What follows belongs to an exercise in optimizing a design on an open flow for small area, a short achievable clock period and few clock cycles per item; a production flow would make more cautious choices. Only simulation tests tie the RTL to the original design; equivalence was not proved. Power and IR drop assume default switching activity.

--- flow/design.v ---
package pca_pkg;
    localparam int IdxW = 8;
endpackage
module pca_div (
    input  logic               i_clk,
    input  logic               i_rst_n,
    input  logic               i_load,       
    input  logic               i_bload,      
    input  logic               i_take,       
    input  logic               i_abort,      
    input  logic               i_zero,
    input  logic               i_nneg,
    input  logic signed [32:0] i_prop,
    input  logic [42:0]        i_n,
    input  logic [31:0]        i_dt,
    input  logic               i_yload,      
    input  logic [33:0]        i_y,
    output logic               o_busy,
    output logic               o_fin,        
    output logic               o_bfin,       
    output logic               o_busy_n,     
    output logic               o_fin_n,      
    output logic               o_zero,
    output logic               o_sat,
    output logic               o_nneg,
    output logic signed [33:0] o_pi,         
    output logic [35:0]        o_quo
);
    logic               dv_v, dv_bm, dv_sat, dv_z, dv_nneg;
    logic [4:0]         dv_cnt;
    logic [31:0]        dv_rem, dv_dvs;
    logic [35:0]        dv_quo;
    logic signed [33:0] dv_pi;
    logic [23:0]        iu_sh;
    logic [9:0]         iu_rem;
    logic               iu_neg;
    logic w_short;
    assign w_short = (i_prop[32:25] == 8'd0) || (i_prop[32:25] == 8'hff);
    logic [33:0] d_x;
    logic [34:0] d_t1, d_t2, d_t3;
    logic [31:0] d_rm;
    logic [1:0]  d_q;
    assign d_x  = {dv_rem, dv_quo[35:34]};
    assign d_t1 = {1'b0, d_x} - {3'b000, dv_dvs};
    assign d_t2 = {1'b0, d_x} - {2'b00, dv_dvs, 1'b0};
    logic [34:0] d_cs, d_cc;
    logic [35:0] d_t3w;
    assign d_cs  = {1'b0, d_x} ^ ~{3'b000, dv_dvs} ^ ~{2'b00, dv_dvs, 1'b0};
    assign d_cc  = ({1'b0, d_x} & ~{3'b000, dv_dvs}) | ({1'b0, d_x} & ~{2'b00, dv_dvs, 1'b0})
                 | (~{3'b000, dv_dvs} & ~{2'b00, dv_dvs, 1'b0});
    assign d_t3w = {d_cs, 1'b1} + {d_cc[33:0], 1'b1, 1'b1};
    assign d_t3  = d_t3w[35:1];
    always_comb begin
        if (!d_t3[34])      begin d_q = 2'd3; d_rm = d_t3[31:0]; end
        else if (!d_t2[34]) begin d_q = 2'd2; d_rm = d_t2[31:0]; end
        else if (!d_t1[34]) begin d_q = 2'd1; d_rm = d_t1[31:0]; end
        else                begin d_q = 2'd0; d_rm = d_x[31:0];  end
    end
    logic [10:0] i_s1, i_s2, i_s3;
    logic [9:0]  i_r1, i_r2, i_r3;
    logic        i_q1, i_q2, i_q3;
    assign i_s1 = {iu_rem, iu_sh[23] ^ iu_neg};
    assign i_q1 = (i_s1 >= 11'd1000);
    assign i_r1 = i_q1 ? 10'(i_s1 - 11'd1000) : i_s1[9:0];
    assign i_s2 = {i_r1, iu_sh[22] ^ iu_neg};
    assign i_q2 = (i_s2 >= 11'd1000);
    assign i_r2 = i_q2 ? 10'(i_s2 - 11'd1000) : i_s2[9:0];
    assign i_s3 = {i_r2, iu_sh[21] ^ iu_neg};
    assign i_q3 = (i_s3 >= 11'd1000);
    assign i_r3 = i_q3 ? 10'(i_s3 - 11'd1000) : i_s3[9:0];
    logic signed [33:0] w_it;
    logic               w_ic;
    assign w_it = iu_neg ? ~{10'd0, iu_sh} : {10'd0, iu_sh};
    assign w_ic = iu_neg && (iu_rem != 10'd999);
    logic w_fin, w_step;
    assign w_fin  = dv_v && (dv_cnt == 5'd0);
    assign w_step = dv_v && (dv_cnt != 5'd0);
    assign o_busy = dv_v;
    assign o_fin  = w_fin && !dv_bm;
    assign o_bfin = w_fin && dv_bm;
    assign o_zero = dv_z;
    assign o_sat  = dv_sat;
    assign o_nneg = dv_nneg;
    assign o_pi   = dv_pi;
    assign o_quo  = dv_quo;
    logic       w_clr;
    logic [4:0] w_cnt_n;
    assign w_clr    = i_take || (w_fin && dv_bm) || (i_abort && dv_bm);
    assign o_busy_n = i_load || i_bload || (dv_v && !w_clr);
    assign w_cnt_n  = i_load ? (i_zero ? 5'd0 : w_short ? 5'd13 : 5'd18)
                    : i_bload ? 5'd18 : w_step ? dv_cnt - 5'd1 : dv_cnt;
    assign o_fin_n  = o_busy_n && (w_cnt_n == 5'd0) && !i_bload && (i_load || !dv_bm);
    always_ff @(posedge i_clk) begin
        if (!i_rst_n) begin
            dv_v  <= 1'b0;
            dv_bm <= 1'b0;
        end else begin
            dv_v <= o_busy_n;
            if (i_load || i_bload || w_step) dv_cnt <= w_cnt_n;
            if (i_load) begin
                dv_bm   <= 1'b0;
                dv_z    <= i_zero;
                dv_nneg <= i_nneg;
                dv_pi   <= 34'(i_prop);
                dv_dvs  <= i_dt;
                if (w_short) begin
                    dv_sat <= !i_zero && (i_dt[31:17] == 15'd0) && (i_n[42:26] >= i_dt[16:0]);
                    dv_rem <= {15'd0, i_n[42:26]};
                    dv_quo <= {i_n[25:0], 10'd0};
                end else begin
                    dv_sat <= !i_zero && (i_dt[31:7] == 25'd0) && (i_n[42:36] >= i_dt[6:0]);
                    dv_rem <= {25'd0, i_n[42:36]};
                    dv_quo <= i_n[35:0];
                end
            end else if (i_bload) begin
                dv_bm  <= 1'b1;
                dv_rem <= '0;
                dv_quo <= i_n[35:0];
                dv_dvs <= i_dt;
            end else if (w_step) begin
                dv_rem <= d_rm;
                dv_quo <= {dv_quo[33:0], d_q};
                if (dv_cnt == 5'd2) dv_pi <= dv_pi + w_it + 34'(w_ic);
            end
            if (i_yload) begin
                iu_neg <= i_y[33];
                iu_rem <= {1'b0, i_y[32:24] ^ {9{i_y[33]}}};
                iu_sh  <= i_y[23:0];
            end else if (w_step && dv_cnt >= 5'd5 && dv_cnt <= 5'd12) begin
                iu_rem <= i_r3;
                iu_sh  <= {iu_sh[20:0], i_q1, i_q2, i_q3};
            end
        end
    end
endmodule
module pca_dp (
    input  logic [17:0] i_a,
    input  logic [8:0]  i_one,
    input  logic [8:0]  i_two,
    input  logic [8:0]  i_neg,
    output logic [49:0] o_s,
    output logic [49:0] o_c
);
    localparam logic [49:0] BOOTH_K = 50'h3fffaaaac0000;
    logic [8:0]       w_one, w_two, w_neg;
    logic [8:0][18:0] w_row;
    logic [8:0][49:0] w_pp;
    assign w_one = i_one;
    assign w_two = i_two;
    assign w_neg = i_neg;
    for (genvar k = 0; k < 9; k++) begin : g_row
        assign w_row[k] = (({19{w_one[k]}} & {i_a[17], i_a})
                         | ({19{w_two[k]}} & {i_a, 1'b0})) ^ {19{w_neg[k]}};
        if (k == 0) begin : g_first
            assign w_pp[k] = {31'd0, ~w_row[k][18], w_row[k][17:0]};
        end else if (k == 1) begin : g_second
            assign w_pp[k] = {29'd0, ~w_row[k][18], w_row[k][17:0], 1'b0, w_neg[0]};
        end else begin : g_next
            assign w_pp[k] = {(50 - 2*k - 19)'(0), ~w_row[k][18], w_row[k][17:0],
                              1'b0, w_neg[k-1], (2*k-2)'(0)};
        end
    end
    function automatic logic [99:0] csa(input logic [49:0] x, input logic [49:0] y,
                                        input logic [49:0] z);
        logic [49:0] s, c;
        s = x ^ y ^ z;
        c = (x & y) | (x & z) | (y & z);
        csa = {s, c[48:0], 1'b0};
    endfunction
    logic [49:0] w_k;
    logic [99:0] l1a, l1b, l1c, l2a, l2b, l3a, l4, l5;
    assign w_k = BOOTH_K | {33'd0, w_neg[8], 16'd0};
    assign l1a = csa(w_pp[0], w_pp[1], w_pp[2]);
    assign l1b = csa(w_pp[3], w_pp[4], w_pp[5]);
    assign l1c = csa(w_pp[6], w_pp[7], w_pp[8]);
    assign l2a = csa(l1a[99:50], l1a[49:0], l1b[99:50]);
    assign l2b = csa(l1b[49:0], l1c[99:50], l1c[49:0]);
    assign l3a = csa(l2a[99:50], l2a[49:0], l2b[99:50]);
    assign l4  = csa(l3a[99:50], l3a[49:0], l2b[49:0]);
    assign l5  = csa(l4[99:50], l4[49:0], w_k);
    assign o_s = l5[99:50];
    assign o_c = l5[49:0];
endmodule
module booth_enc (
    input  logic [17:0] i_b,
    output logic [8:0]  o_one,
    output logic [8:0]  o_two,
    output logic [8:0]  o_neg
);
    logic [18:0] w_bx;
    assign w_bx = {i_b, 1'b0};
    for (genvar k = 0; k < 9; k++) begin : g_dig
        assign o_one[k] = w_bx[2*k+1] ^ w_bx[2*k];
        assign o_two[k] = (w_bx[2*k+2] & ~w_bx[2*k+1] & ~w_bx[2*k])
                        | (~w_bx[2*k+2] & w_bx[2*k+1] & w_bx[2*k]);
        assign o_neg[k] = w_bx[2*k+2] & ~(w_bx[2*k+1] & w_bx[2*k]);
    end
endmodule
module pid_controller_anti_windup_unit (
    input  logic                      i_clk,
    input  logic                      i_rst_n,
    input  logic                      i_in_valid,
    output logic                      o_in_ready,
    input  logic                      i_op,
    input  logic signed [15:0]        i_target,
    input  logic signed [15:0]        i_measured,
    input  logic [31:0]               i_time_ms,
    output logic                      o_out_valid,
    input  logic                      i_out_ready,
    output logic signed [15:0]        o_drive,
    input  logic                      i_cfg_valid,
    output logic                      o_cfg_ready,
    input  logic [pca_pkg::IdxW-1:0]  i_cfg_index,
    input  logic [15:0]               i_cfg_data
);
    localparam logic [3:0] S_IDLE = 4'd0;
    localparam logic [3:0] S_T1   = 4'd1;
    localparam logic [3:0] S_T2   = 4'd2;
    localparam logic [3:0] S_T3   = 4'd3;
    localparam logic [3:0] S_T4   = 4'd4;
    localparam logic [3:0] S_T5   = 4'd5;
    localparam logic [3:0] S_T6   = 4'd6;
    localparam logic [3:0] S_T7   = 4'd7;
    localparam logic [3:0] S_T8   = 4'd8;
    localparam logic [3:0] S_HOLD = 4'd9;
    localparam logic [3:0] S_PK   = 4'd10;
    localparam logic [3:0] S_PK2  = 4'd11;
    localparam logic [3:0] S_PB   = 4'd12;
    localparam logic [3:0] S_PB2  = 4'd13;
    localparam logic [3:0] S_PB3  = 4'd14;
    localparam logic [3:0] S_PBW  = 4'd15;
    logic [15:0] r_gp, r_gi;
    logic [25:0] r_kd;           
    logic [14:0] r_lm;
    logic        r_kd_ok, r_b_ok;
    logic signed [39:0] r_bhi, r_blo;  
    logic signed [16:0] r_perr;
    logic signed [39:0] r_es;
    logic [31:0]        r_pms;
    logic [3:0]         r_fe, fe_n;
    logic               r_rdy;
    logic signed [16:0] r_a;     
    logic signed [17:0] r_b;     
    logic [31:0]        r_t;     
    logic               r_dneg;
    logic               r_zero;
    logic               r_integ;
    logic signed [49:0] r_p;
    logic signed [32:0] r_prop;
    logic [42:0]        r_n;
    logic [33:0]        r_y;
    logic [6:0]         r_ms;    
    logic [8:0]         r_bone, r_btwo, r_bneg;  
    logic [6:0]         r_s2;    
    logic               r_hi;    
    logic               r_wp, r_rp, r_ld;
    logic               s_v, s_sat, s_neg;
    logic signed [37:0] s_val;
    logic               r_ov;
    logic signed [15:0] r_drv;
    assign o_cfg_ready = 1'b1;
    assign o_out_valid = r_ov;
    assign o_drive     = r_drv;
    logic [17:0] m_a, m_bn;
    logic [8:0]  m_bone, m_btwo, m_bneg;
    logic [49:0] m_s, m_c;
    logic [49:0] r_ms_s, r_ms_c;
    assign m_a = ({18{r_ms[0]}} & 18'(r_a))                     
               | ({18{r_ms[1]}} & {9'd0, r_kd[25:17]})           
               | ({18{r_ms[2]}} & {1'b0, r_kd[16:0]})
               | ({18{r_ms[3]}} & {r_es[33], r_es[33:17]})       
               | ({18{r_ms[4]}} & {1'b0, r_es[16:0]})
               | ({18{r_ms[5]}} & {2'b00, r_kd[15:0]})           
               | ({18{r_ms[6]}} & {3'b000, r_lm});               
    booth_enc u_benc (
        .i_b   (m_bn),
        .o_one (m_bone),
        .o_two (m_btwo),
        .o_neg (m_bneg)
    );
    pca_dp u_mul (
        .i_a   (m_a),
        .i_one (r_bone),
        .i_two (r_btwo),
        .i_neg (r_bneg),
        .o_s   (m_s),
        .o_c   (m_c)
    );
    always_ff @(posedge i_clk) begin
        r_ms_s  <= m_s;
        r_ms_c  <= m_c;
    end
    logic [49:0] m_add, m_out;
    assign m_add = ({50{r_s2[1]}} & 50'(r_es >>> 17))                   
                 | ({50{r_s2[2] & r_hi}} & {r_p[32:0], r_es[16:0]})      
                 | ({50{r_s2[2] & ~r_hi}} & 50'(r_es))                   
                 | ({50{r_s2[4] | r_s2[6]}} & {r_p[32:0], 17'd0});
    assign m_out = r_ms_s + r_ms_c + m_add;
    logic               w_acc;
    logic signed [16:0] w_err;
    logic               w_tz;
    logic               r_cv, r_cop;
    logic signed [15:0] r_ctg, r_cme;
    logic [31:0]        r_ctm;
    logic [31:0]        w_dt;
    assign w_err = 17'(r_ctg) - 17'(r_cme);
    assign w_dt  = r_t - r_pms;
    assign w_tz  = (r_ctm == r_pms);
    logic signed [17:0] w_babs;
    assign w_babs = r_b[17] ? -r_b : r_b;
    always_comb begin
        case (r_fe)
            S_IDLE:  m_bn = !r_kd_ok ? 18'd1000 : !r_b_ok ? 18'd125 : {2'b00, r_gp};
            S_HOLD,
            S_T8:    m_bn = {2'b00, r_gp};
            S_T1:    m_bn = (w_dt[31:17] == 15'd0) ? {1'b0, w_dt[16:0]} : {3'b000, w_dt[31:17]};
            S_T2:    m_bn = {1'b0, r_t[16:0]};
            S_T3:    m_bn = w_babs;
            S_T4:    m_bn = r_b;
            S_T5,
            S_T6:    m_bn = {2'b00, r_gi};
            default: m_bn = '0;
        endcase
    end
    logic signed [33:0] w_lim34;
    logic               w_integ;
    logic signed [49:0] w_x, w_hi, w_lo;
    logic signed [39:0] w_es;
    logic               w_cfg_b, w_cfg_k;
    assign w_lim34 = {11'd0, r_lm, 8'd0};
    assign w_integ = (34'(r_prop) < w_lim34) && (34'(r_prop) > -w_lim34);
    assign w_x  = r_integ ? r_p : 50'(r_es);
    assign w_hi = 50'(r_bhi);
    assign w_lo = 50'(r_blo);
    always_comb begin
        if (w_x > w_hi)      w_es = w_hi[39:0];
        else if (w_x < w_lo) w_es = w_lo[39:0];
        else                 w_es = w_x[39:0];
    end
    assign w_cfg_b = i_cfg_valid && (i_cfg_index == 8'd1 || i_cfg_index == 8'd3);
    assign w_cfg_k = i_cfg_valid && (i_cfg_index == 8'd2);
    logic        u0_busy, u0_fin, u0_bfin, u0_busy_n, u0_fin_n, u0_zero, u0_sat, u0_nneg;
    logic        u1_busy, u1_fin, u1_bfin, u1_busy_n, u1_fin_n, u1_zero, u1_sat, u1_nneg;
    logic signed [33:0] u0_pi, u1_pi;
    logic [35:0] u0_quo, u1_quo;
    logic        u0_load, u1_load, u0_take, u1_take, w_take;
    logic        w_bload, w_s_move, w_s_free, w_load;
    assign w_s_move = s_v && !r_ov;
    assign w_s_free = !s_v || w_s_move;
    assign u0_take  = !r_rp && u0_fin && w_s_free;
    assign u1_take  =  r_rp && u1_fin && w_s_free;
    assign w_take   = u0_take || u1_take;
    assign w_load   = r_ld;
    assign u0_load  = r_ld && !r_wp;
    assign u1_load  = r_ld &&  r_wp;
    assign w_bload  = (r_fe == S_PB3) && !u0_busy;
    assign o_in_ready = !r_cv;
    assign w_acc      = r_cv && r_rdy;
    pca_div u_div0 (
        .i_clk    (i_clk),
        .i_rst_n  (i_rst_n),
        .i_load   (u0_load),
        .i_bload  (w_bload),
        .i_take   (u0_take),
        .i_abort  (w_cfg_b),
        .i_zero   (r_zero),
        .i_nneg   (r_dneg),
        .i_prop   (r_prop),
        .i_n      (r_n),
        .i_dt     (r_t),
        .i_yload  (r_yld0),
        .i_y      (r_y),
        .o_busy   (u0_busy),
        .o_fin    (u0_fin),
        .o_bfin   (u0_bfin),
        .o_busy_n (u0_busy_n),
        .o_fin_n  (u0_fin_n),
        .o_zero   (u0_zero),
        .o_sat    (u0_sat),
        .o_nneg   (u0_nneg),
        .o_pi     (u0_pi),
        .o_quo    (u0_quo)
    );
    pca_div u_div1 (
        .i_clk    (i_clk),
        .i_rst_n  (i_rst_n),
        .i_load   (u1_load),
        .i_bload  (1'b0),
        .i_take   (u1_take),
        .i_abort  (1'b0),
        .i_zero   (r_zero),
        .i_nneg   (r_dneg),
        .i_prop   (r_prop),
        .i_n      (r_n),
        .i_dt     (r_t),
        .i_yload  (r_yld1),
        .i_y      (r_y),
        .o_busy   (u1_busy),
        .o_fin    (u1_fin),
        .o_bfin   (u1_bfin),
        .o_busy_n (u1_busy_n),
        .o_fin_n  (u1_fin_n),
        .o_zero   (u1_zero),
        .o_sat    (u1_sat),
        .o_nneg   (u1_nneg),
        .o_pi     (u1_pi),
        .o_quo    (u1_quo)
    );
    logic r_yld0, r_yld1;
    logic s_v_n, ov_n, s_free_n, rp_n, wp_n, free0_n, free1_n, ld_n;
    assign s_v_n    = w_take || (s_v && !w_s_move);
    assign ov_n     = w_s_move || (r_ov && !i_out_ready);
    assign s_free_n = !s_v_n || !ov_n;
    assign rp_n     = r_rp ^ w_take;
    assign wp_n     = r_wp ^ w_load;
    assign free0_n  = !u0_busy_n || (u0_fin_n && !rp_n && s_free_n);
    assign free1_n  = !u1_busy_n || (u1_fin_n &&  rp_n && s_free_n);
    logic               x_nneg, x_sat, x_zero;
    logic signed [33:0] x_pi;
    logic [35:0]        x_quo;
    logic signed [37:0] w_dtm, w_sum;
    assign x_nneg = r_rp ? u1_nneg : u0_nneg;
    assign x_sat  = r_rp ? u1_sat  : u0_sat;
    assign x_zero = r_rp ? u1_zero : u0_zero;
    assign x_pi   = r_rp ? u1_pi   : u0_pi;
    assign x_quo  = r_rp ? u1_quo  : u0_quo;
    assign w_dtm  = x_nneg ? ~{2'd0, x_quo} : {2'd0, x_quo};
    assign w_sum  = 38'(x_pi) + w_dtm + 38'(x_nneg);
    logic signed [37:0] w_slim;
    logic signed [23:0] w_sadj;
    logic signed [15:0] w_drv;
    assign w_slim = {15'd0, r_lm, 8'd0};
    assign w_sadj = s_val[37] ? (s_val[23:0] + 24'sd255) : s_val[23:0];
    always_comb begin
        if (s_sat)                 w_drv = s_neg ? -(16'(r_lm)) : 16'(r_lm);
        else if (s_val >= w_slim)  w_drv = 16'(r_lm);
        else if (s_val <= -w_slim) w_drv = -(16'(r_lm));
        else                       w_drv = w_sadj[23:8];
    end
    logic       kd_ok_n, b_ok_n;
    always_comb begin
        fe_n    = r_fe;
        kd_ok_n = r_kd_ok;
        b_ok_n  = r_b_ok;
        case (r_fe)
            S_IDLE: begin
                if (!r_kd_ok)     fe_n = S_PK;
                else if (!r_b_ok) fe_n = S_PB;
                else if (w_acc)   fe_n = (r_cop || w_tz) ? S_HOLD : S_T1;
            end
            S_T1: fe_n = (w_dt[31:17] == 15'd0) ? S_T3 : S_T2;
            S_T2: fe_n = S_T3;
            S_T3: fe_n = S_T4;
            S_T4: fe_n = S_T5;
            S_T5: fe_n = S_T6;
            S_T6: fe_n = S_T7;
            S_T7: fe_n = S_T8;
            S_T8: begin
                if (w_load) begin
                    if (w_acc) fe_n = (r_cop || w_tz) ? S_HOLD : S_T1;
                    else       fe_n = S_IDLE;
                end else begin
                    fe_n = S_HOLD;
                end
            end
            S_HOLD: begin
                if (w_load) begin
                    if (w_acc) fe_n = (r_cop || w_tz) ? S_HOLD : S_T1;
                    else       fe_n = S_IDLE;
                end
            end
            S_PK: fe_n = S_PK2;
            S_PK2: begin
                kd_ok_n = 1'b1;
                fe_n    = S_IDLE;
            end
            S_PB: fe_n = (r_gi == 16'd0) ? S_IDLE : S_PB2;
            S_PB2: fe_n = S_PB3;
            S_PB3: if (w_bload) fe_n = S_PBW;
            S_PBW: begin
                if (u0_bfin) begin
                    b_ok_n = 1'b1;
                    fe_n   = S_IDLE;
                end
            end
            default: fe_n = S_IDLE;
        endcase
        if (r_fe == S_PB && r_gi == 16'd0) b_ok_n = 1'b1;
        if (w_cfg_k) kd_ok_n = 1'b0;
        if (w_cfg_b) b_ok_n  = 1'b0;
        if (w_cfg_k && (r_fe == S_PK || r_fe == S_PK2)) fe_n = S_IDLE;
        if (w_cfg_b && (r_fe == S_PB || r_fe == S_PB2 || r_fe == S_PB3 || r_fe == S_PBW))
            fe_n = S_IDLE;
    end
    always_ff @(posedge i_clk) begin
        if (!i_rst_n) begin
            r_gp    <= '0;
            r_gi    <= '0;
            r_kd    <= '0;
            r_lm    <= 15'd10240;
            r_kd_ok <= 1'b1;
            r_b_ok  <= 1'b1;
            r_perr  <= '0;
            r_es    <= '0;
            r_pms   <= '0;
            r_fe    <= S_IDLE;
            r_rdy   <= 1'b0;
            r_bhi   <= 40'sh7fffffffff;
            r_blo   <= 40'sh8000000000;
            r_ms    <= '0;
            r_s2    <= '0;
        end else begin
            r_fe    <= fe_n;
            r_kd_ok <= kd_ok_n;
            r_b_ok  <= b_ok_n;
            r_rdy   <= ((fe_n == S_IDLE) && kd_ok_n && b_ok_n) || ld_n;
            r_ms    <= {fe_n == S_PB, fe_n == S_PK, fe_n == S_T7, fe_n == S_T6,
                        fe_n == S_T5, fe_n == S_T4,
                        fe_n == S_T1 || fe_n == S_T2 || fe_n == S_T3};
            r_bone  <= m_bone;
            r_btwo  <= m_btwo;
            r_bneg  <= m_bneg;
            r_s2    <= {r_fe == S_T7, r_fe == S_T6, r_fe == S_T5, r_fe == S_T4,
                        r_fe == S_T3, r_fe == S_T2, r_fe == S_T1};
            if (i_cfg_valid) begin
                case (i_cfg_index)
                    8'd0: r_gp <= i_cfg_data;
                    8'd1: r_gi <= i_cfg_data;
                    8'd3: r_lm <= i_cfg_data[14:0];
                    default: ;
                endcase
            end
            if (w_cfg_k)
                r_kd <= {10'd0, i_cfg_data};
            else if (r_fe == S_PK2)
                r_kd <= m_out[25:0];
            if (u0_bfin && r_fe == S_PBW) begin
                r_bhi <= 40'(u0_quo[32:0]);
                r_blo <= -(40'(u0_quo[32:0]));
            end else if (r_fe == S_PB && r_gi == 16'd0) begin
                r_bhi <= 40'sh7fffffffff;
                r_blo <= 40'sh8000000000;
            end
            if (w_acc) begin
                if (r_cop) begin
                    r_pms  <= r_ctm;
                    r_perr <= '0;
                    r_es   <= '0;
                    r_zero <= 1'b1;
                end else if (w_tz) begin
                    r_zero <= 1'b1;
                end else begin
                    r_zero <= 1'b0;
                    r_a    <= w_err;
                    r_t    <= r_ctm;
                end
            end
            case (r_fe)
                S_T1: begin
                    r_b    <= 18'(r_a) - 18'(r_perr);
                    r_perr <= r_a;
                    r_t    <= w_dt;
                    r_pms  <= r_t;
                    r_hi   <= (w_dt[31:17] != 15'd0);
                end
                S_T3: begin
                    r_dneg <= r_b[17];
                    r_b    <= w_babs;
                end
                S_T4: r_integ <= w_integ;
                S_T5: r_es <= w_es;
                S_PB: r_t <= {16'd0, r_gi};
                default: ;
            endcase
            if (r_s2[0]) r_prop <= m_out[32:0];
            if (r_s2[1] || r_s2[2] || r_s2[3] || r_s2[5]) r_p <= m_out;
            if (r_s2[4]) r_n <= m_out[42:0];
            if (r_s2[6]) r_y <= m_out[33:0];
            case (r_fe)
                S_PB2: r_n <= {10'd0, m_out[21:0], 11'd0};
                default: ;
            endcase
        end
    end
    assign ld_n = (fe_n == S_HOLD || fe_n == S_T8) && (wp_n ? free1_n : free0_n);
    always_ff @(posedge i_clk) begin
        if (!i_rst_n) begin
            r_ld <= 1'b0;
            r_cv <= 1'b0;
            r_yld0 <= 1'b0;
            r_yld1 <= 1'b0;
            r_wp <= 1'b0;
            r_rp <= 1'b0;
            s_v  <= 1'b0;
            r_ov <= 1'b0;
        end else begin
            r_ld <= ld_n;
            if (i_in_valid && !r_cv) begin
                r_cv  <= 1'b1;
                r_cop <= i_op;
                r_ctg <= i_target;
                r_cme <= i_measured;
                r_ctm <= i_time_ms;
            end else if (w_acc) begin
                r_cv <= 1'b0;
            end
            r_yld0 <= u0_load;
            r_yld1 <= u1_load;
            r_wp <= wp_n;
            r_rp <= rp_n;
            s_v  <= s_v_n;
            r_ov <= ov_n;
            if (w_take) begin
                s_sat <= x_sat;
                s_neg <= x_nneg;
                s_val <= x_zero ? 38'sd0 : w_sum;
            end
            if (w_s_move) r_drv <= w_drv;
        end
    end
endmodule
--- flow/flow/run.sh ---
#!/bin/bash
# The standard layout, with repair_timing aiming 7.5 ns below the clock period
# (the design's clock period and constraints are unchanged), and a denser
# floorplan and placement for shorter wires.
set -euo pipefail
bash standard.sh SETUP_SLACK_MARGIN=7.5 CORE_UTILIZATION=55 PLACE_DENSITY=0.70 finish > standard_flow.log 2>&1
--- flow/standard.sh ---
#!/bin/bash
# synth_recipe.tcl (not shown) runs the flow's synth.tcl, then flattens the netlist and writes it again
# the make line also repeats each setting of config.mk as NAME=value (left out here)
make -C /OpenROAD-flow-scripts/flow DESIGN_CONFIG=/design/flow/config.mk WORK_HOME=/design/flow/orfs CLKGATE_MAP_FILE= SYNTH_SCRIPT=/design/flow/synth_recipe.tcl "${@:-finish}"
--- flow/config.mk ---
export PLATFORM = sky130hd
export DESIGN_NAME = pid_controller_anti_windup_unit
export DESIGN_NICKNAME = pid_controller_anti_windup_unit
export VERILOG_FILES = /design/flow/design.v
export SDC_FILE = /design/flow/constraint.sdc
export NUM_CORES = 4
export LEC_CHECK = 0
export CAP_MARGIN = 20
export CORE_MARGIN = 2
export CORE_UTILIZATION = 40
export SLEW_MARGIN = 20
--- flow/constraint.sdc ---
create_clock -name core_clock -period 12.0 [get_ports {i_clk}]
set_input_delay 2.4000 -clock core_clock [delete_from_list [all_inputs] [get_ports {i_clk}]]
set_output_delay 2.4000 -clock core_clock [all_outputs]
set_load 0.01 [all_outputs]
==> results.txt, run 1 <==
outcome=finished clean; wire length per cell=25.5 um; mux share of post-synthesis cell area=0.0410; fraction of layout cells with a size suffix above 1=0.124; yosys warns=3; via count=between 70,000 and 80,000; Post-synth EDFFs=~730; vias in the first global route=68,000; most frequent cells after synthesis=nand2_1, edfxtp_1, ha_1, inv_1, nor2_1; CP required=approximately 13,000 ps; # setup viols final=0; hold path start=r_kd[17]; #FFs+latches synth=1,068; hold depth=2; Critical R2R Launch=r_ms[2]; Final Hold Viols=0; Layout Nets=approximately 9,900; Net Count, Synth=~10,000; num ports=113; RSZ-0062 raised after global routing=true; Slew HR=0.191; top post-synthesis cells by area=edfxtp_1, ha_1, dfxtp_1; adder-cell share of the synthesized area=0.162; Routed WL=between 200 and 300 mm; skew final=67.4 ps; most frequent cell after synthesis=nand2_1; post-synth top area share=0.266; first-pass GRT wire length=between 400 and 500 mm; Placer Congestion=around 1; f_max=around 210 MHz; Tcrit/Tclk final=0.395; Post-Place Setup Slack=around 6400 ps; TritonCTS Buffers=119; GRT Overall Usage=0.354; buffer depth of the longest clock path=3; Layout area overhead=14.0%; Synth Area in XOR/XNOR=0.0745; First-pass DRT Iterations=10; non-filler cells, final=11,000; total grt overflow=0; Top FF cell, synth=edfxtp_1; largest net degree at the start of global routing=80; Iteration-0 DRC Markers=9,287; Die W=around 390 um; final worst path period need=~4700 ps; Post-Syn Area=between 80,000 and 90,000 um^2; post-synthesis cell type count=roughly 110; Synth area leader=edfxtp_1; PwrDens=approximately 240 nW/um^2; type of origin of the critical path=flip-flop; final-report max-slew violation count=0; die height=392 um; leakage power=38.4 nW; setup TNS=0 ps; worst path arrival time=approximately 5400 ps; Reg2Reg Setup Slack=roughly 7300 ps; Reg2Reg Depth=14; post-synthesis compound-gate area fraction=0.196; Syn Inst Count=between 8,000 and 9,000; Final Util=0.631; HP Class=flip-flop to flip-flop; sequential element share of the synthesized area=0.347; post-synthesis simple-gate area fraction=0.131; port bufs=about 110; Placeable Area=about 150,000 um^2; initial core utilization=0.553; critical path endpoint category=flip-flop; worst r2r dst=r_ms_s[16]; final worst setup slack=between 7000 and 8000 ps; mean post-synth cell area=9.48 um^2; Hold Crit Endpoint=r_kd[17]; Clock Sinks=around 1,100; largest family of logic cells by synthesized area=compound AO/OA/AOI/OAI gates; vias per cell=6.50; Worst-Margin Slew=between 1000 and 1500 ps; DRT antenna net count=0; maximum VDD drop=~0.36 mV; TritonCTS clock tree=built; share of flip-flops with an asynchronous set or reset=0; Rows=roughly 140; H-tree depth=3; Inst Count DP=about 11,000; DIE AREA=about 150,000 um^2; number of max-cap violations=0; CTS Root Cell=clkbuf_16; DP HPWL=between 200 and 250 mm; CP Max Fanout=18; initial antenna violation count=19; clock latency (worst-skew pair)=790 ps; Residual DRC=0; clk slew on worst S/H paths=~60 ps; hold_buf cts=0; critical path type=flip-flop to flip-flop
report_power, final:
group / internal (mW) / switching, mW
logic: 5.46 / 8.06
registers: 4.98 / 0.594
clock network: 2.30 / 1.68
cell families (layout without fill, tap and decap cells):
logic type      Yosys count  in the layout
xor+xnor                702            702
flops                  1068           1068
mux                     321            321
fa+ha+maj               940            940
compound gates         2363           2365
other cells               1             13
buf+inv                1056           1329
simple gates           2280           2282
cell type report:
type	count	area, um^2
Inverter	662	2490
Multi-Input combinational cell	6611	52300
Clock buffer	147	3280
Timing Repair Buffer	440	4000
Antenna cell	12	30.0
Clock inverter	80	977
Sequential cell	1068	28800
Tap cell	2016	2520
Fill cell	12300	55300
sequential cells by signal, indices dropped and copies added, names as in the netlist, 31 cells and up:
signal         count
r_bhi             34
r_blo             40
r_ctm             32
r_es              40
r_ms_c            31
r_ms_s            36
r_n               43
r_p               50
r_pms             32
r_prop            33
r_t               32
r_y               34
s_val             38
u_div0.dv_dvs     32
u_div0.dv_pi      34
u_div0.dv_quo     36
u_div0.dv_rem     32
u_div1.dv_dvs     32
u_div1.dv_pi      34
u_div1.dv_quo     36
u_div1.dv_rem     32
cells in the final DEF (no fill, tap or decap), types with 240 or more instances in the layout:
cell type | Yosys | layout
inv_1 | 657 | 628
o21ai_0 | 381 | 357
xnor2_1 | 357 | 332
dfxtp_1 | 335 | 317
nor2_1 | 510 | 494
ha_1 | 721 | 686
a21o_1 | 242 | 240
edfxtp_1 | 733 | 733
nand2_1 | 796 | 782
xor2_1 | 343 | 339
buf_4 | 3 | 274
a21oi_1 | 465 | 439
how the worst max path moves through the flow:
stage	start	end	slack (ps)
floorplan	r_s2[2]	r_p[48]	7500
global placement	r_s2[2]	r_p[48]	6510
detailed placement	r_t[1]	r_bone[2]	6370
CTS	r_lm[1]	r_drv[5]	7310
global route	r_lm[1]	r_drv[6]	7140
finish	r_ms[2]	r_ms_s[16]	7270
critical path: stages, from the launching register on:
cell      delay, ps
dfxtp_4         340
or2_4           280
buf_4           140
a222oi_1        350
nand2_1         200
buf_6           220
a22oi_2         210
xnor2_1         170
fa_1            480
fa_1            560
fa_1            470
fa_1            550
inv_2            50
fa_2            510
inv_1            40
stage by stage:
step           hold slack, ps  instance area, um^2  total power [mW]
6_report                  457                94300              23.1
5_1_grt                   473                94300              24.7
4_1_cts                   454                92100              21.8
3_5_place_dp              446                86100              17.5
3_3_place_gp              445                86100              17.1
2_1_floorplan             421                83000              13.6
metal layers:
layer  global-route usage  vias to the layer above  share of wire
li1                     -                    32200              -
met5                    0                        -        0.00022
met3               0.0878                      772           0.11
met4                0.162                        8          0.053
met1                0.476                    34700           0.40
met2                0.536                     4011           0.44
what timing repair did:
action	in CTS	in global routing
setup buffers	97	117
setup endpoints to repair	340	249
gates resized for setup	223	281
pin swaps	66	180
cloned	4	5
Testbench counts, summed over its fixed seeds: cycles 11,151, items 1,464.
==> run 2, diff against run 1 <==
--- a/flow/design.v
+++ b/flow/design.v
@@ -25,3 +25,6 @@
     output logic               o_nneg,
-    output logic signed [33:0] o_pi,         
+    output logic signed [32:0] o_prop,       
+    output logic [23:0]        o_iq,         
+    output logic               o_ineg,       
+    output logic               o_ic,         
     output logic [35:0]        o_quo
@@ -32,3 +35,3 @@
     logic [35:0]        dv_quo;
-    logic signed [33:0] dv_pi;
+    logic signed [32:0] dv_prop;
     logic [23:0]        iu_sh;
@@ -70,6 +73,2 @@
     assign i_r3 = i_q3 ? 10'(i_s3 - 11'd1000) : i_s3[9:0];
-    logic signed [33:0] w_it;
-    logic               w_ic;
-    assign w_it = iu_neg ? ~{10'd0, iu_sh} : {10'd0, iu_sh};
-    assign w_ic = iu_neg && (iu_rem != 10'd999);
     logic w_fin, w_step;
@@ -83,3 +82,6 @@
     assign o_nneg = dv_nneg;
-    assign o_pi   = dv_pi;
+    assign o_prop = dv_prop;
+    assign o_iq   = iu_sh;
+    assign o_ineg = iu_neg;
+    assign o_ic   = iu_neg && (iu_rem != 10'd999);
     assign o_quo  = dv_quo;
@@ -103,3 +105,3 @@
                 dv_nneg <= i_nneg;
-                dv_pi   <= 34'(i_prop);
+                dv_prop <= i_prop;
                 dv_dvs  <= i_dt;
@@ -122,3 +124,2 @@
                 dv_quo <= {dv_quo[33:0], d_q};
-                if (dv_cnt == 5'd2) dv_pi <= dv_pi + w_it + 34'(w_ic);
             end
@@ -301,9 +302,6 @@
     logic               w_tz;
-    logic               r_cv, r_cop;
-    logic signed [15:0] r_ctg, r_cme;
-    logic [31:0]        r_ctm;
     logic [31:0]        w_dt;
-    assign w_err = 17'(r_ctg) - 17'(r_cme);
+    assign w_err = 17'(i_target) - 17'(i_measured);
     assign w_dt  = r_t - r_pms;
-    assign w_tz  = (r_ctm == r_pms);
+    assign w_tz  = (i_time_ms == r_pms);
     logic signed [17:0] w_babs;
@@ -343,3 +341,5 @@
     logic        u1_busy, u1_fin, u1_bfin, u1_busy_n, u1_fin_n, u1_zero, u1_sat, u1_nneg;
-    logic signed [33:0] u0_pi, u1_pi;
+    logic signed [32:0] u0_prop, u1_prop;
+    logic [23:0] u0_iq, u1_iq;
+    logic        u0_ineg, u1_ineg, u0_ic, u1_ic;
     logic [35:0] u0_quo, u1_quo;
@@ -356,4 +356,4 @@
     assign w_bload  = (r_fe == S_PB3) && !u0_busy;
-    assign o_in_ready = !r_cv;
-    assign w_acc      = r_cv && r_rdy;
+    assign o_in_ready = r_rdy;
+    assign w_acc      = i_in_valid && r_rdy;
     pca_div u_div0 (
@@ -380,3 +380,6 @@
         .o_nneg   (u0_nneg),
-        .o_pi     (u0_pi),
+        .o_prop   (u0_prop),
+        .o_iq     (u0_iq),
+        .o_ineg   (u0_ineg),
+        .o_ic     (u0_ic),
         .o_quo    (u0_quo)
@@ -405,3 +408,6 @@
         .o_nneg   (u1_nneg),
-        .o_pi     (u1_pi),
+        .o_prop   (u1_prop),
+        .o_iq     (u1_iq),
+        .o_ineg   (u1_ineg),
+        .o_ic     (u1_ic),
         .o_quo    (u1_quo)
@@ -417,6 +423,7 @@
     assign free1_n  = !u1_busy_n || (u1_fin_n &&  rp_n && s_free_n);
-    logic               x_nneg, x_sat, x_zero;
-    logic signed [33:0] x_pi;
+    logic               x_nneg, x_sat, x_zero, x_ineg, x_ic;
+    logic signed [32:0] x_prop;
+    logic [23:0]        x_iq;
     logic [35:0]        x_quo;
-    logic signed [37:0] w_dtm, w_sum;
+    logic signed [37:0] w_it, w_dtm, w_sum;
     assign x_nneg = r_rp ? u1_nneg : u0_nneg;
@@ -424,6 +431,10 @@
     assign x_zero = r_rp ? u1_zero : u0_zero;
-    assign x_pi   = r_rp ? u1_pi   : u0_pi;
+    assign x_ineg = r_rp ? u1_ineg : u0_ineg;
+    assign x_ic   = r_rp ? u1_ic   : u0_ic;
+    assign x_prop = r_rp ? u1_prop : u0_prop;
+    assign x_iq   = r_rp ? u1_iq   : u0_iq;
     assign x_quo  = r_rp ? u1_quo  : u0_quo;
+    assign w_it   = x_ineg ? ~{14'd0, x_iq} : {14'd0, x_iq};
     assign w_dtm  = x_nneg ? ~{2'd0, x_quo} : {2'd0, x_quo};
-    assign w_sum  = 38'(x_pi) + w_dtm + 38'(x_nneg);
+    assign w_sum  = 38'(x_prop) + w_it + w_dtm + 38'(x_ic) + 38'(x_nneg);
     logic signed [37:0] w_slim;
@@ -448,3 +459,3 @@
                 else if (!r_b_ok) fe_n = S_PB;
-                else if (w_acc)   fe_n = (r_cop || w_tz) ? S_HOLD : S_T1;
+                else if (w_acc)   fe_n = (i_op || w_tz) ? S_HOLD : S_T1;
             end
@@ -459,3 +470,3 @@
                 if (w_load) begin
-                    if (w_acc) fe_n = (r_cop || w_tz) ? S_HOLD : S_T1;
+                    if (w_acc) fe_n = (i_op || w_tz) ? S_HOLD : S_T1;
                     else       fe_n = S_IDLE;
@@ -467,3 +478,3 @@
                 if (w_load) begin
-                    if (w_acc) fe_n = (r_cop || w_tz) ? S_HOLD : S_T1;
+                    if (w_acc) fe_n = (i_op || w_tz) ? S_HOLD : S_T1;
                     else       fe_n = S_IDLE;
@@ -544,4 +555,4 @@
             if (w_acc) begin
-                if (r_cop) begin
-                    r_pms  <= r_ctm;
+                if (i_op) begin
+                    r_pms  <= i_time_ms;
                     r_perr <= '0;
@@ -554,3 +565,3 @@
                     r_a    <= w_err;
-                    r_t    <= r_ctm;
+                    r_t    <= i_time_ms;
                 end
@@ -588,3 +599,2 @@
             r_ld <= 1'b0;
-            r_cv <= 1'b0;
             r_yld0 <= 1'b0;
@@ -597,11 +607,2 @@
             r_ld <= ld_n;
-            if (i_in_valid && !r_cv) begin
-                r_cv  <= 1'b1;
-                r_cop <= i_op;
-                r_ctg <= i_target;
-                r_cme <= i_measured;
-                r_ctm <= i_time_ms;
-            end else if (w_acc) begin
-                r_cv <= 1'b0;
-            end
             r_yld0 <= u0_load;
==> flow/flow/run.sh (replaced) <==
#!/bin/bash
# The standard layout, with repair_timing aiming 7 ns below the clock period
# (the design's clock period and constraints are unchanged).
set -euo pipefail
bash standard.sh SETUP_SLACK_MARGIN=7 finish > standard_flow.log 2>&1
==> results.txt, run 2 <==
port bufs=111 (unchanged); Reg2Reg Setup Slack=6680 ps (was 7270 ps); Slew HR=0.168 (was 0.191); worst path arrival time=5820 ps (was 5370 ps); initial antenna violation count=22 (was 19); PwrDens=245 nW/um^2 (about the same); Post-Syn Area=75,800 um^2 (was 82,800 um^2); Layout Nets=9,112 (was 9,935); vias in the first global route=59,900 (was 68,000); via count=63,200 (was 71,800); most frequent cells after synthesis=inv_1, edfxtp_1, ha_1, nand2_1, nor2_1 (was nand2_1, edfxtp_1, ha_1, inv_1, nor2_1); Iteration-0 DRC Markers=6,803 (was 9,287); total grt overflow=0 (unchanged); critical path launch point=u_div1.iu_rem[3] (was r_ms[2]); Critical Path End=s_val[36] (was r_ms_s[16]); Post-synth EDFFs=666 (was 733); Placer Congestion=0.967 (was 1.00); most frequent cell after synthesis=inv_1 (was nand2_1); post-synth top area share=0.264 (was 0.266); Rows=159 (was 142); Synth area leader=edfxtp_1 (unchanged); leakage power=34.9 nW (was 38.4 nW); fraction of layout cells with a size suffix above 1=0.102 (was 0.124); Worst-Margin Slew=1240 ps (was 1210 ps); final-report max-slew violation count=0 (unchanged); DRT antenna net count=0 (unchanged); skew final=53.0 ps (was 67.4 ps); post-synthesis cell type count=115 (was 108); Residual DRC=0 (unchanged); RSZ-0062 raised after global routing=true (unchanged); CP Max Fanout=4 (was 18); Tcrit/Tclk final=0.443 (was 0.395); die height=439 um (was 392 um); commonest non-fill, non-tap cells in the layout=inv_1, edfxtp_1, ha_1 (was nand2_1, edfxtp_1, ha_1); worst r2r dst=s_val[36] (was r_ms_s[16]); largest net degree at the start of global routing=72 (was 80); first-pass GRT wire length=388 mm (was 416 mm); TritonCTS Buffers=117 (was 119); wire length per cell=24.4 um (was 25.5 um); Syn Inst Count=7,959 (was 8,731); Critical R2R Launch=u_div1.iu_rem[3] (was r_ms[2]); Clock Sinks=1,000 (was 1,068); Net Count, Synth=8,958 (was 9,764); HP Class=flip-flop to flip-flop (unchanged); largest register by flop count=r_p (unchanged); Top FF cell, synth=edfxtp_1 (unchanged); GRT Overall Usage=0.263 (was 0.354); # setup viols final=0 (unchanged); setup TNS=0 ps (unchanged); DP HPWL=196 mm (was 205 mm); initial core utilization=0.403 (was 0.553); clock latency (worst-skew pair)=800 ps (was 790 ps); critical path endpoint category=flip-flop (unchanged); max reg flops=50 (unchanged); clk slew on worst S/H paths=60 ps (about the same); share of flip-flops with an asynchronous set or reset=0 (unchanged); f_max=188 MHz (was 211 MHz); First-pass DRT Iterations=8 (was 10); mean post-synth cell area=9.53 um^2 (was 9.48 um^2); Placeable Area=188,000 um^2 (was 150,000 um^2); #FFs+latches synth=1,000 (was 1,068); final worst path period need=5320 ps (was 4730 ps); buffer depth of the longest clock path=3 (unchanged); hold_buf cts=0 (unchanged); maximum VDD drop=0.238 mV (was 0.360 mV); Reg2Reg Depth=23 (was 14); TritonCTS clock tree=built (unchanged); CP required=12,500 ps (was 12,630 ps); yosys warns=3 (unchanged); CTS Root Cell=clkbuf_16 (unchanged); top post-synthesis cells by area=edfxtp_1, ha_1, dfxtp_1 (unchanged); Post-Place Setup Slack=5340 ps (was 6370 ps); Routed WL=262 mm (was 282 mm); DIE AREA=193,000 um^2 (was 154,000 um^2); Die W=439 um (was 392 um); outcome=finished clean (unchanged); Largest regs=r_p (50), r_n (43) (unchanged); vias per cell=5.89 (was 6.50); H-tree depth=3 (unchanged); Final Util=0.462 (was 0.631); sequential element share of the synthesized area=0.352 (was 0.347); Layout area overhead=14.4% (was 14.0%); critical path type=flip-flop to flip-flop (unchanged); type of origin of the critical path=flip-flop (unchanged); final worst setup slack=6680 ps (was 7270 ps); Final Hold Viols=0 (unchanged); num ports=113 (unchanged); number of max-cap violations=0 (unchanged); commonest non-fill, non-tap cell in the layout=inv_1 (was nand2_1)
[run 2: cell count changes after synthesis, moves of 41 or more]
cell      change
a22oi_1      -48
o211ai_1     -59
a21boi_0     -44
nand2_1     -178
edfxtp_1     -67
inv_1        +41
xnor2_1      +68
clkbuf_1     -42
nor2_1       +61
xor2_1      -121
mux2_2       -46
ha_1         -68
o211a_1      -48
nor2b_1      -65
[run 2: final cells by class]
type / instances / area [um^2]
well taps: 2495 / 3120
inverters: 704 / 2650
repair buffers: 392 / 3650
multi-input cells: 5898 / 46600
clock inverters: 80 / 932
fillers: 17700 / 101000
flip-flops and latches: 1000 / 26700
diodes: 11 / 27.5
clock buffers: 142 / 3080
[run 2: how the worst min path moves through the flow]
stage / depth (start not counted) / start / slack, ps / endpoint
after CTS: 2 / r_kd[23] / 450 / r_kd[23]
after global placement: 2 / r_kd[19] / 440 / r_kd[19]
after global routing: 2 / r_kd[21] / 470 / r_kd[21]
final: 2 / r_kd[23] / 450 / r_kd[23]
after floorplan: 0 / r_dneg / 420 / u_div0.dv_nneg
after detailed placement: 2 / r_kd[19] / 450 / r_kd[19]
[run 2: where the power goes]
part / internal [mW] / switching (mW) / total, mW
clock: 2.15 / 1.62 / 3.77
sequential: 4.67 / 0.566 / 5.24
combinational: 4.88 / 7.34 / 12.2
[run 2: cell families after synthesis]
family	count (synthesis)	share of synthesized area
buffers and inverters	1063	0.0530
XOR/XNOR	650	0.0755
AND/OR/NAND/NOR	1989	0.123
multiplexers	271	0.0373
other	1	0.0000495
adder cells (fa/ha/maj)	906	0.174
AO/OA/AOI/OAI	2079	0.185
flip-flops	1000	0.352
[run 2: per-stage QoR]
step,hold slack [ps],std cells,cell area [um^2],power [mW]
6_report,454,10700,86800,21.2
5_1_grt,465,10700,86700,22.8
4_1_cts,455,10600,85500,20.6
3_5_place_dp,447,10300,80000,16.4
3_3_place_gp,442,10300,79900,16.2
2_1_floorplan,421,7959,75900,12.6
[run 2: routing by layer]
layer	part of all wire	global-route usage	up-vias
li1	-	-	29000
met1	0.44	0.378	31100
met2	0.43	0.395	2675
met3	0.084	0.0403	411
met4	0.043	0.103	2
met5	0.000054	0	-
[run 2: what timing repair did]
action	in CTS	in global routing
pin swaps	68	80
resized for setup	134	134
endpoints found under the hold margin	0	0
buffers inserted	80	75
cloned	6	1
setup endpoints to repair	238	181
[run 2: critical path: stages, from the launching register on]
cell and delay [ps]:
edfxtp_1 380, inv_2 70, ha_2 170, nand2_2 70
nor3_2 40, nand4b_1 170, a32oi_2 170, fa_1 580
inv_2 40, fa_2 350, fa_2 370, a21o_1 180
a21oi_2 180, o21bai_2 100, a2111oi_4 350, o32a_1 330
o221ai_4 150, a221oi_2 340, o21ai_1 120, a21o_1 200
a211o_1 280, a21oi_2 150, xor2_1 160, nor2_1 50
Testbench counts of run 2, summed over its fixed seeds: cycles 11,127, items 1,464.
==> run 3, diff against run 2 <==
==> flow/flow/run.sh (replaced) <==
#!/bin/bash
# The standard layout, with repair_timing aiming 7 ns below the clock period
# (the design's clock period and constraints are unchanged), and a denser
# floorplan and placement for shorter wires.
set -euo pipefail
bash standard.sh SETUP_SLACK_MARGIN=7 CORE_UTILIZATION=55 PLACE_DENSITY=0.70 finish > standard_flow.log 2>&1
==> results.txt, run 3 <==
Routed WL=251 mm (was 262 mm); final worst path period need=5220 ps (was 5320 ps); hold_buf cts=0 (unchanged); CP cell instances=inv_1 -> ha_1 -> nand4_1 -> nor2_1 -> nand2_1 -> a32oi_2 -> fa_1 -> inv_1 -> fa_2 -> fa_2 -> a21o_1 -> a21oi_2 -> o21bai_2 -> a2111oi_4 -> o32a_1 -> o221ai_4 -> a221oi_2 -> o21ai_1 -> a21o_1 -> a211o_1 -> a21oi_2 -> xor2_1 -> nor2_1 (was inv_2 -> ha_2 -> nand2_2 -> nor3_2 -> nand4b_1 -> a32oi_2 -> fa_1 -> inv_2 -> fa_2 -> fa_2 -> a21o_1 -> a21oi_2 -> o21bai_2 -> a2111oi_4 -> o32a_1 -> o221ai_4 -> a221oi_2 -> o21ai_1 -> a21o_1 -> a211o_1 -> a21oi_2 -> xor2_1 -> nor2_1); Reg2Reg Setup Slack=6780 ps (was 6680 ps); Worst-Margin Slew=1240 ps (about the same); vias in the first global route=60,900 (was 59,900); Critical R2R Launch=u_div0.iu_rem[3] (was u_div1.iu_rem[3]); Max stage delay cell, worst path=fa_1 (unchanged); Final Hold Viols=0 (unchanged); CTS Root Cell=clkbuf_16 (unchanged); First-pass DRT Iterations=7 (was 8); GRT Overall Usage=0.348 (was 0.263); number of max-cap violations=0 (unchanged); largest net degree at the start of global routing=72 (unchanged); max reg flops=50 (unchanged); Reg2Reg Depth=23 (unchanged); post-synth top area share=0.264 (unchanged); final-report max-slew violation count=0 (unchanged); num ports=113 (unchanged); # setup viols final=0 (unchanged); PwrDens=242 nW/um^2 (was 245 nW/um^2); DIE AREA=141,000 um^2 (was 193,000 um^2); commonest non-fill, non-tap cell in the layout=inv_1 (unchanged); Placer Congestion=0.969 (was 0.967); CP max stage delay=550 ps (was 580 ps); yosys warns=3 (unchanged); PnR Total Power=20.5 mW (was 21.2 mW); top post-synthesis cells by area=edfxtp_1, ha_1, dfxtp_1 (unchanged); buffer depth of the longest clock path=3 (unchanged); Net Count, Synth=8,958 (unchanged); outcome=finished clean (unchanged); Placeable Area=137,000 um^2 (was 188,000 um^2); Die W=375 um (was 439 um); wire length per cell=25.3 um (was 24.4 um); Post-Syn Area=75,800 um^2 (unchanged); CP required=12,470 ps (was 12,500 ps); initial core utilization=0.553 (was 0.403); maximum VDD drop=0.328 mV (was 0.238 mV); Residual DRC=0 (unchanged); initial antenna violation count=16 (was 22); share of flip-flops with an asynchronous set or reset=0 (unchanged); TritonCTS Buffers=113 (was 117); Clock Sinks=1,000 (unchanged); post-synthesis cell type count=115 (unchanged); Largest regs=r_p (50), r_n (43) (unchanged); Iteration-0 DRC Markers=7,785 (was 6,803); fraction of layout cells with a size suffix above 1=0.0895 (was 0.102); critical path type=flip-flop to flip-flop (unchanged); hold path start=r_blo[36] (was r_kd[23]); Layout area overhead=11.8% (was 14.4%); H-tree depth=3 (unchanged); via count=63,800 (was 63,200); port bufs=111 (unchanged); Syn Inst Count=7,959 (unchanged); mean post-synth cell area=9.53 um^2 (unchanged); DRT antenna net count=0 (unchanged); first-pass GRT wire length=376 mm (was 388 mm); clock latency (worst-skew pair)=780 ps (was 800 ps); f_max=192 MHz (was 188 MHz); vias per cell=6.42 (was 5.89); type of origin of the critical path=flip-flop (unchanged); Rows=136 (was 159); sequential element share of the synthesized area=0.352 (unchanged); Layout Nets=9,033 (was 9,112); most frequent cells after synthesis=inv_1, edfxtp_1, ha_1, nand2_1, nor2_1 (unchanged); worst r2r dst=s_val[36] (unchanged); worst path arrival time=5690 ps (was 5820 ps); RSZ-0062 raised after global routing=true (unchanged); #FFs+latches synth=1,000 (unchanged); HP Class=flip-flop to flip-flop (unchanged); setup TNS=0 ps (unchanged); commonest non-fill, non-tap cells in the layout=inv_1, edfxtp_1, ha_1 (unchanged); Hold Crit Endpoint=r_blo[36] (was r_kd[23]); CP Max Fanout=4 (unchanged); die height=375 um (was 439 um); DP HPWL=186 mm (was 196 mm); clk slew on worst S/H paths=60 ps (about the same); skew final=46.8 ps (was 53.0 ps); leakage power=34.4 nW (was 34.9 nW); Final Util=0.618 (was 0.462); Slew HR=0.172 (was 0.168); hold depth=2 (unchanged); Synth area leader=edfxtp_1 (unchanged); Tcrit/Tclk final=0.435 (was 0.443); total grt overflow=0 (unchanged); critical path endpoint category=flip-flop (unchanged); Post-synth EDFFs=666 (unchanged); TritonCTS clock tree=built (unchanged); Top FF cell, synth=edfxtp_1 (unchanged); largest register by flop count=r_p (unchanged); most frequent cell after synthesis=inv_1 (unchanged)
## run 3: cell count changes in the layout (fill, tap and decap cells not counted), moves of 5 or more
cell       delta
and2_1        +5
and2_4        -5
buf_12        -8
buf_4        -66
buf_6         -7
clkbuf_1      +7
clkbuf_16     -6
clkbuf_8      +9
clkinv_1      -7
clkinv_4      -5
xor2_4        -6
## run 3: power by group
part	switching, mW	total [mW]	leakage [nW]	internal (mW)
Clock	1.56	3.65	1.84	2.09
Combinational	7.09	11.6	23.8	4.49
Sequential	0.576	5.25	8.78	4.68
Total	9.23	20.5	34.4	11.2
## run 3: stage by stage
step | setup slack (ps) | cell area, um^2 | instances | hold slack, ps
2_1_floorplan | 6720 | 75900 | 7959 | 421
6_report | 6780 | 84800 | 9935 | 454
4_1_cts | 6820 | 83800 | 9870 | 455
3_5_place_dp | 5080 | 78900 | 9597 | 446
3_3_place_gp | 5220 | 78800 | 9594 | 444
5_1_grt | 6630 | 84800 | 9929 | 471
## run 3: cell type report
class	count	area [um^2]
Multi-Input combinational cell	5900	46400
Antenna cell	8	20.0
Sequential cell	1000	26700
Clock buffer	151	3070
Fill cell	11400	52400
Clock inverter	63	761
Tap cell	1794	2240
Inverter	704	2650
Timing Repair Buffer	315	2980
## run 3: logic make-up after synthesis
logic type | after synthesis | synth area share
XOR/XNOR | 650 | 0.0755
AO/OA/AOI/OAI | 2079 | 0.185
multiplexers | 271 | 0.0373
other | 1 | 0.0000495
flip-flops | 1000 | 0.352
adder cells (fa/ha/maj) | 906 | 0.174
buffers and inverters | 1063 | 0.0530
AND/OR/NAND/NOR | 1989 | 0.123
## run 3: how the worst max path moves through the flow
stage                          start  slack, ps   endpoint  depth (start not counted)
floorplan              u_div0.iu_neg       6720  s_val[36]                         23
global placement      i_cfg_index[4]       5220      r_rdy                         12
detailed placement    i_cfg_index[4]       5080      r_rdy                         12
CTS                 u_div1.iu_rem[2]       6820  s_val[36]                         22
global route        u_div1.iu_rem[3]       6630  s_val[36]                         23
finish              u_div0.iu_rem[3]       6780  s_val[36]                         23
## run 3: what timing repair did
item,in CTS,in global routing
cloned,9,1
resized for setup,117,104
pin swaps,37,62
endpoints found under the setup margin,281,184
buffers inserted,50,55
## run 3: critical path, delay by kind of cell (launching register included)
| family | cells | cell delay, ps |
|---|---|---|
| AOI/OAI and AO/OA | 12 | 2460 |
| adders and majority gates | 4 | 1470 |
| DFF | 1 | 390 |
| and+or+nand+nor | 4 | 340 |
| xor gates and xnor gates | 1 | 140 |
| buffers and inverters | 2 | 130 |
## run 3: per-layer routing
layer / part of all wire / global-route usage / wire length [um] / vias to the layer above
met5: 0.00048 / 0 / 120 / -
met4: 0.051 / 0.153 / 12800 / 18
met3: 0.11 / 0.0715 / 27500 / 642
met2: 0.43 / 0.533 / 109000 / 3339
met1: 0.40 / 0.475 / 102000 / 30900
li1: - / - / - / 28900

## static timing again, ports no longer ideal
How much do the figures lean on ideal ports? The routed layouts below were timed once more, with nothing changed but the port constraints.
Step 1 assumes that a clkbuf_16 drives the clock port and a buf_2 every other input.
Step 2 also shifts input and output timing later by t, the mid clock arrival at the registers, as if the neighbouring blocks saw the same clock.
a / b / c = ideal ports / drivers / drivers and shift; a / b = the first two.
| run | t (ns) | setup slack, ns | clock arrival spread, ns |
|---|---|---|---|
| run 1 | 0.846 | 7.266 / 7.266 / 6.766 | 0.067 / 0.068 |
| run 2 | 0.852 | 6.681 / 6.681 / 6.300 | 0.055 / 0.054 |
| run 3 | 0.845 | 6.782 / 6.782 / 6.353 | 0.048 / 0.049 |
After both steps every run listed still meets setup and hold. The setup slack of run 1, which loses most, moves by 0.000 ns with the drivers and by -0.500 ns with both steps.
